This design comes from an exercise in tuning for small area, a short achievable clock period and few clock cycles per item on the open sky130 flow, not from production work. Where RTL was checked, it was by simulation tests only, not by an equivalence proof against the original. Power figures rest on the tool's default switching activity, not on a simulated workload.

Design lru_page_reference_tracker_unit, start of the top module:
module lru_page_reference_tracker_unit #(
  parameter  int KEY_SPACE  = lru_pkg::KEY_SPACE_DEF,
  parameter  int MAX_FRAMES = lru_pkg::MAX_FRAMES_DEF,
  localparam int KW         = $clog2(KEY_SPACE),
  localparam int CW         = $clog2(MAX_FRAMES + 1)
) (
  input  wire logic                      clk,
  input  wire logic                      rst_n,
  input  wire logic                      in_valid,
  output logic                           in_ready,
  input  wire logic [KW-1:0]             in_page_key,
  output logic                           out_valid,
  input  wire logic                      out_ready,
  output logic                           out_hit,
  output logic                           out_evicted,
  output logic [KW-1:0]                  out_evicted_key,
  output logic [CW-1:0]                  out_occupancy,
  input  wire logic                      cfg_valid,
  output logic                           cfg_ready,
  input  wire logic [lru_pkg::CFG_W-1:0] cfg_frames_in_use
);
make LEC_CHECK=0 ABC_CLOCK_PERIOD_IN_PS=2500 CAP_MARGIN=20 CORE_MARGIN=2 CORE_UTILIZATION=40 PLACE_DENSITY=0.6 SETUP_SLACK_MARGIN=3 SLEW_MARGIN=20 finish   # period 5.5 ns
run.sh (not shown) runs the stock make flow with config.mk's settings and CLKGATE_MAP_FILE= SYNTH_SCRIPT=/design/flow/synth_recipe.tcl, a recipe that flattens the netlist after the stock synthesis.
Testbench counts at the start, summed over its fixed seeds: cycles 16,512, items 16,384.
Edit:
Settings changed: ABC_CLOCK_PERIOD_IN_PS 2500 to 1500, SETUP_SLACK_MARGIN 3 to 4.
Effect: Maximum frequency stays flat; cell count climbs by 8.2%; synthesized area is unchanged; total power climbs by 4.1%; clock-buffer cell count is unchanged; worst setup slack stays flat; cell area climbs by 14%; via count climbs by 5.6%; clock skew is about the same.
Edit:
Settings changed: ABC_CLOCK_PERIOD_IN_PS 1500 to default, SETUP_SLACK_MARGIN 4 to default.
Effect: Sequential power is about the same; synthesized cell count stays the same; worst hold slack gets worse by 0.023 ns; via count is lower by 7.7%; sequential share of layout area is higher by 7.7 points; total power is lower by about 1.2%.

* * *

== oak ==
Another version of the RTL of lru_page_reference_tracker_unit (not shown whole).
Size: ~280 cells after synthesis, about 64 flip-flops, about 30 I/O pins, ~3300 sq um of cells after synthesis.
==> flow/config.mk <==
export PLATFORM = sky130hd
export DESIGN_NAME = lru_page_reference_tracker_unit
export DESIGN_NICKNAME = lru_page_reference_tracker_unit
export VERILOG_FILES = /design/flow/design.v
export SDC_FILE = /design/flow/constraint.sdc
export NUM_CORES = 4
export LEC_CHECK = 0
export CAP_MARGIN = 20
export CORE_MARGIN = 2
export CORE_UTILIZATION = 55
export PLACE_DENSITY = 0.7
export SETUP_SLACK_MARGIN = 3
export SLEW_MARGIN = 20
==> flow/constraint.sdc <==
create_clock -name core_clock -period 5.5 [get_ports {clk}]
set_input_delay 1.1000 -clock core_clock [delete_from_list [all_inputs] [get_ports {clk}]]
set_output_delay 1.1000 -clock core_clock [all_outputs]
set_load 0.01 [all_outputs]
standard.sh (not shown) runs the stock make flow with config.mk's settings and CLKGATE_MAP_FILE= SYNTH_SCRIPT=/design/flow/synth_recipe.tcl, a recipe that flattens the netlist after the stock synthesis.
==> flow/flow/run.sh <==
#!/bin/bash
# The standard layout (the standard.sh) with two changes to buffering:
# the port buffers ORFS inserts before global placement use a small plain
# buffer cell, and clock tree synthesis builds its tree from clkbuf_8 cells under
# a clkbuf_8 root, in clusters of up to 22 sinks and without dummy loads.
set -euo pipefail
export BUFFER_PORTS_ARGS="-buffer_cell sky130_fd_sc_hd__buf_1"
export CTS_ARGS="-sink_clustering_enable -repair_clock_nets -dont_use_dummy_load -sink_clustering_size 22 -sink_clustering_max_diameter 80 -buf_list sky130_fd_sc_hd__clkbuf_8 -root_buf sky130_fd_sc_hd__clkbuf_8"
bash standard.sh > standard_flow.log 2>&1
No stage failed in oak, and the final checks on the layout all came back clean.
Testbench counts of oak, summed over its fixed seeds: cycles 16,512, items 16,384.
Changes in pine relative to oak:
--- a/flow/config.mk
+++ b/flow/config.mk
@@ -9,4 +9,4 @@
 export CORE_MARGIN = 2
-export CORE_UTILIZATION = 55
-export PLACE_DENSITY = 0.7
+export CORE_UTILIZATION = 40
+export PLACE_DENSITY = 0.6
 export SETUP_SLACK_MARGIN = 3
Findings:
The flow did not stop early for pine: all stages ran, and the layout cleared the timing, design-rule and antenna checks. From oak to pine the numbers moved as follows: first-iteration DRC count went down by about 40%; net switching power went down by 2.0%; maximum clock rate went down by 1.2%; maximum cell stage delay along the critical path went down by 30 ps. The critical path capture point comes out u_ctrl.res_evicted_key[1] in one run and u_ctrl.count_r[2] in the other, namely in pine and oak respectively.

* * *

Another version of the RTL of lru_page_reference_tracker_unit (not shown whole).
Size in the first run: about 270 cells after synthesis, roughly 64 flip-flops, ~30 I/O pins, about 3400 sq um of cells after synthesis.
export LEC_CHECK = 0
export CAP_MARGIN = 5
export CORE_MARGIN = 2
export CORE_UTILIZATION = 40
export PLACE_DENSITY = 0.6
export SETUP_SLACK_MARGIN = 3
export SLEW_MARGIN = 5
export TNS_END_PERCENT = 0
create_clock -name core_clock -period 5.5 [get_ports {clk}]
Scripts as last shown in full above: flow/flow/run.sh
Testbench counts at the start, summed over its fixed seeds: cycles 16,512, items 16,384.
Change:
--- a/flow/config.mk
+++ b/flow/config.mk
@@ -8 +8 @@
-export CAP_MARGIN = 5
+export CAP_MARGIN = 20
@@ -13 +13 @@
-export SLEW_MARGIN = 5
+export SLEW_MARGIN = 20
Effect: The changed run went through all stages and came out clean; via count went up by 3.7%; combinational power grows by about 9%; utilization went up by 1.6 points.

* * *

Another version of the RTL of lru_page_reference_tracker_unit (not shown whole).
Size in the first run: about 270 cells after synthesis, ~65 flip-flops, about 3400 um^2 of cells after synthesis.
export LEC_CHECK = 0
export CAP_MARGIN = 20
export CORE_MARGIN = 2
export CORE_UTILIZATION = 40
export PLACE_DENSITY = 0.6
export SETUP_SLACK_MARGIN = 3
export SLEW_MARGIN = 20
create_clock -name core_clock -period 5.5 [get_ports {clk}]
==> flow/flow/run.sh <==
#!/bin/bash
# The standard layout, with the port buffers that ORFS inserts before global
# placement made from a plain buffer cell (timing repair still resizes them).
set -euo pipefail
export BUFFER_PORTS_ARGS="-buffer_cell sky130_fd_sc_hd__buf_2"
bash standard.sh > standard_flow.log 2>&1
The first run went through all stages and came out clean.
==> next run, changes <==
==> flow/run.sh (new file) <==
#!/bin/bash
# synth_recipe.tcl (not shown) runs the flow's synth.tcl, then flattens the netlist and writes it again
# the make line also repeats each setting of config.mk as NAME=value (left out here)
make -C /OpenROAD-flow-scripts/flow DESIGN_CONFIG=/design/flow/config.mk WORK_HOME=/design/flow/orfs CLKGATE_MAP_FILE= SYNTH_SCRIPT=/design/flow/synth_recipe.tcl finish
--- a/flow/config.mk
+++ b/flow/config.mk
@@ -9,4 +9,5 @@
 export CORE_MARGIN = 2
 export CORE_UTILIZATION = 40
+export CTS_BUF_LIST = sky130_fd_sc_hd__clkbuf_4 sky130_fd_sc_hd__clkbuf_8
 export PLACE_DENSITY = 0.6
 export SETUP_SLACK_MARGIN = 3
removed: flow/flow/run.sh
removed: flow/standard.sh
The changed run completed with no timing, DRC or antenna violations.
Hold slack gets better by 7.6 ps.
Maximum frequency hardly moves.
Final area falls slightly.
Area after synthesis is unchanged.
==> next run, changes <==
--- a/flow/config.mk
+++ b/flow/config.mk
@@ -9,5 +9,4 @@
 export CORE_MARGIN = 2
 export CORE_UTILIZATION = 40
-export CTS_BUF_LIST = sky130_fd_sc_hd__clkbuf_4 sky130_fd_sc_hd__clkbuf_8
 export PLACE_DENSITY = 0.6
 export SETUP_SLACK_MARGIN = 3
Result: Routed wire length stays the same. Die area stays the same. Register-to-register slack is about the same. Design area does not change. Area after synthesis stays the same. Core utilization is unchanged. Clock-buffer cell count is unchanged. Setup slack is unchanged.
No run of this note included a check of the RTL's function; only the layout flow was run.

## re-timing with driven ports
How much do the figures lean on ideal ports? The routed layouts below were timed once more, with nothing changed but the port constraints.
Step 1 assumes that a clkbuf_16 drives the clock port and a buf_2 every other input.
Step 2 times the ports against the registers' clock, not the clock port: input delays grow and output delays shrink by t, the midpoint of the rising clock arrivals with the driver on.
a / b / c = ideal / step 1 / step 2; a / b = the first two.
| run | shift t [ns] | setup WS [ns] | hold slack, ns |
|---|---|---|---|
| the first run of note 1 | 0.373 | 2.968 / 2.938 / 2.698 | 0.512 / 0.512 / 0.512 |
| the second run of note 1 | 0.376 | 2.968 / 2.938 / 2.659 | 0.516 / 0.516 / 0.516 |
| the third run of note 1 | 0.392 | 1.841 / 1.850 / 1.458 | 0.493 / 0.493 / 0.493 |
| oak | 0.366 | 2.898 / 2.860 / 2.494 | 0.512 / 0.512 / 0.512 |
| pine | 0.364 | 2.866 / 2.845 / 2.481 | 0.512 / 0.512 / 0.512 |
| the first run of note 3 | 0.360 | 2.922 / 2.926 / 2.570 | 0.509 / 0.509 / 0.509 |
| the second run of note 3 | 0.360 | 2.979 / 2.956 / 2.670 | 0.509 / 0.509 / 0.509 |
| the first run of note 4 | 0.377 | 2.961 / 2.928 / 2.580 | 0.505 / 0.505 / 0.505 |
| the second run of note 4 | 0.367 | 2.966 / 2.935 / 2.644 | 0.513 / 0.513 / 0.513 |
| the third run of note 4 | 0.367 | 2.966 / 2.935 / 2.644 | 0.513 / 0.513 / 0.513 |
After both steps setup and hold are still met in every run listed. For oak, which loses most, drivers alone change the setup slack by -0.038 ns; drivers and shift together by -0.404 ns.
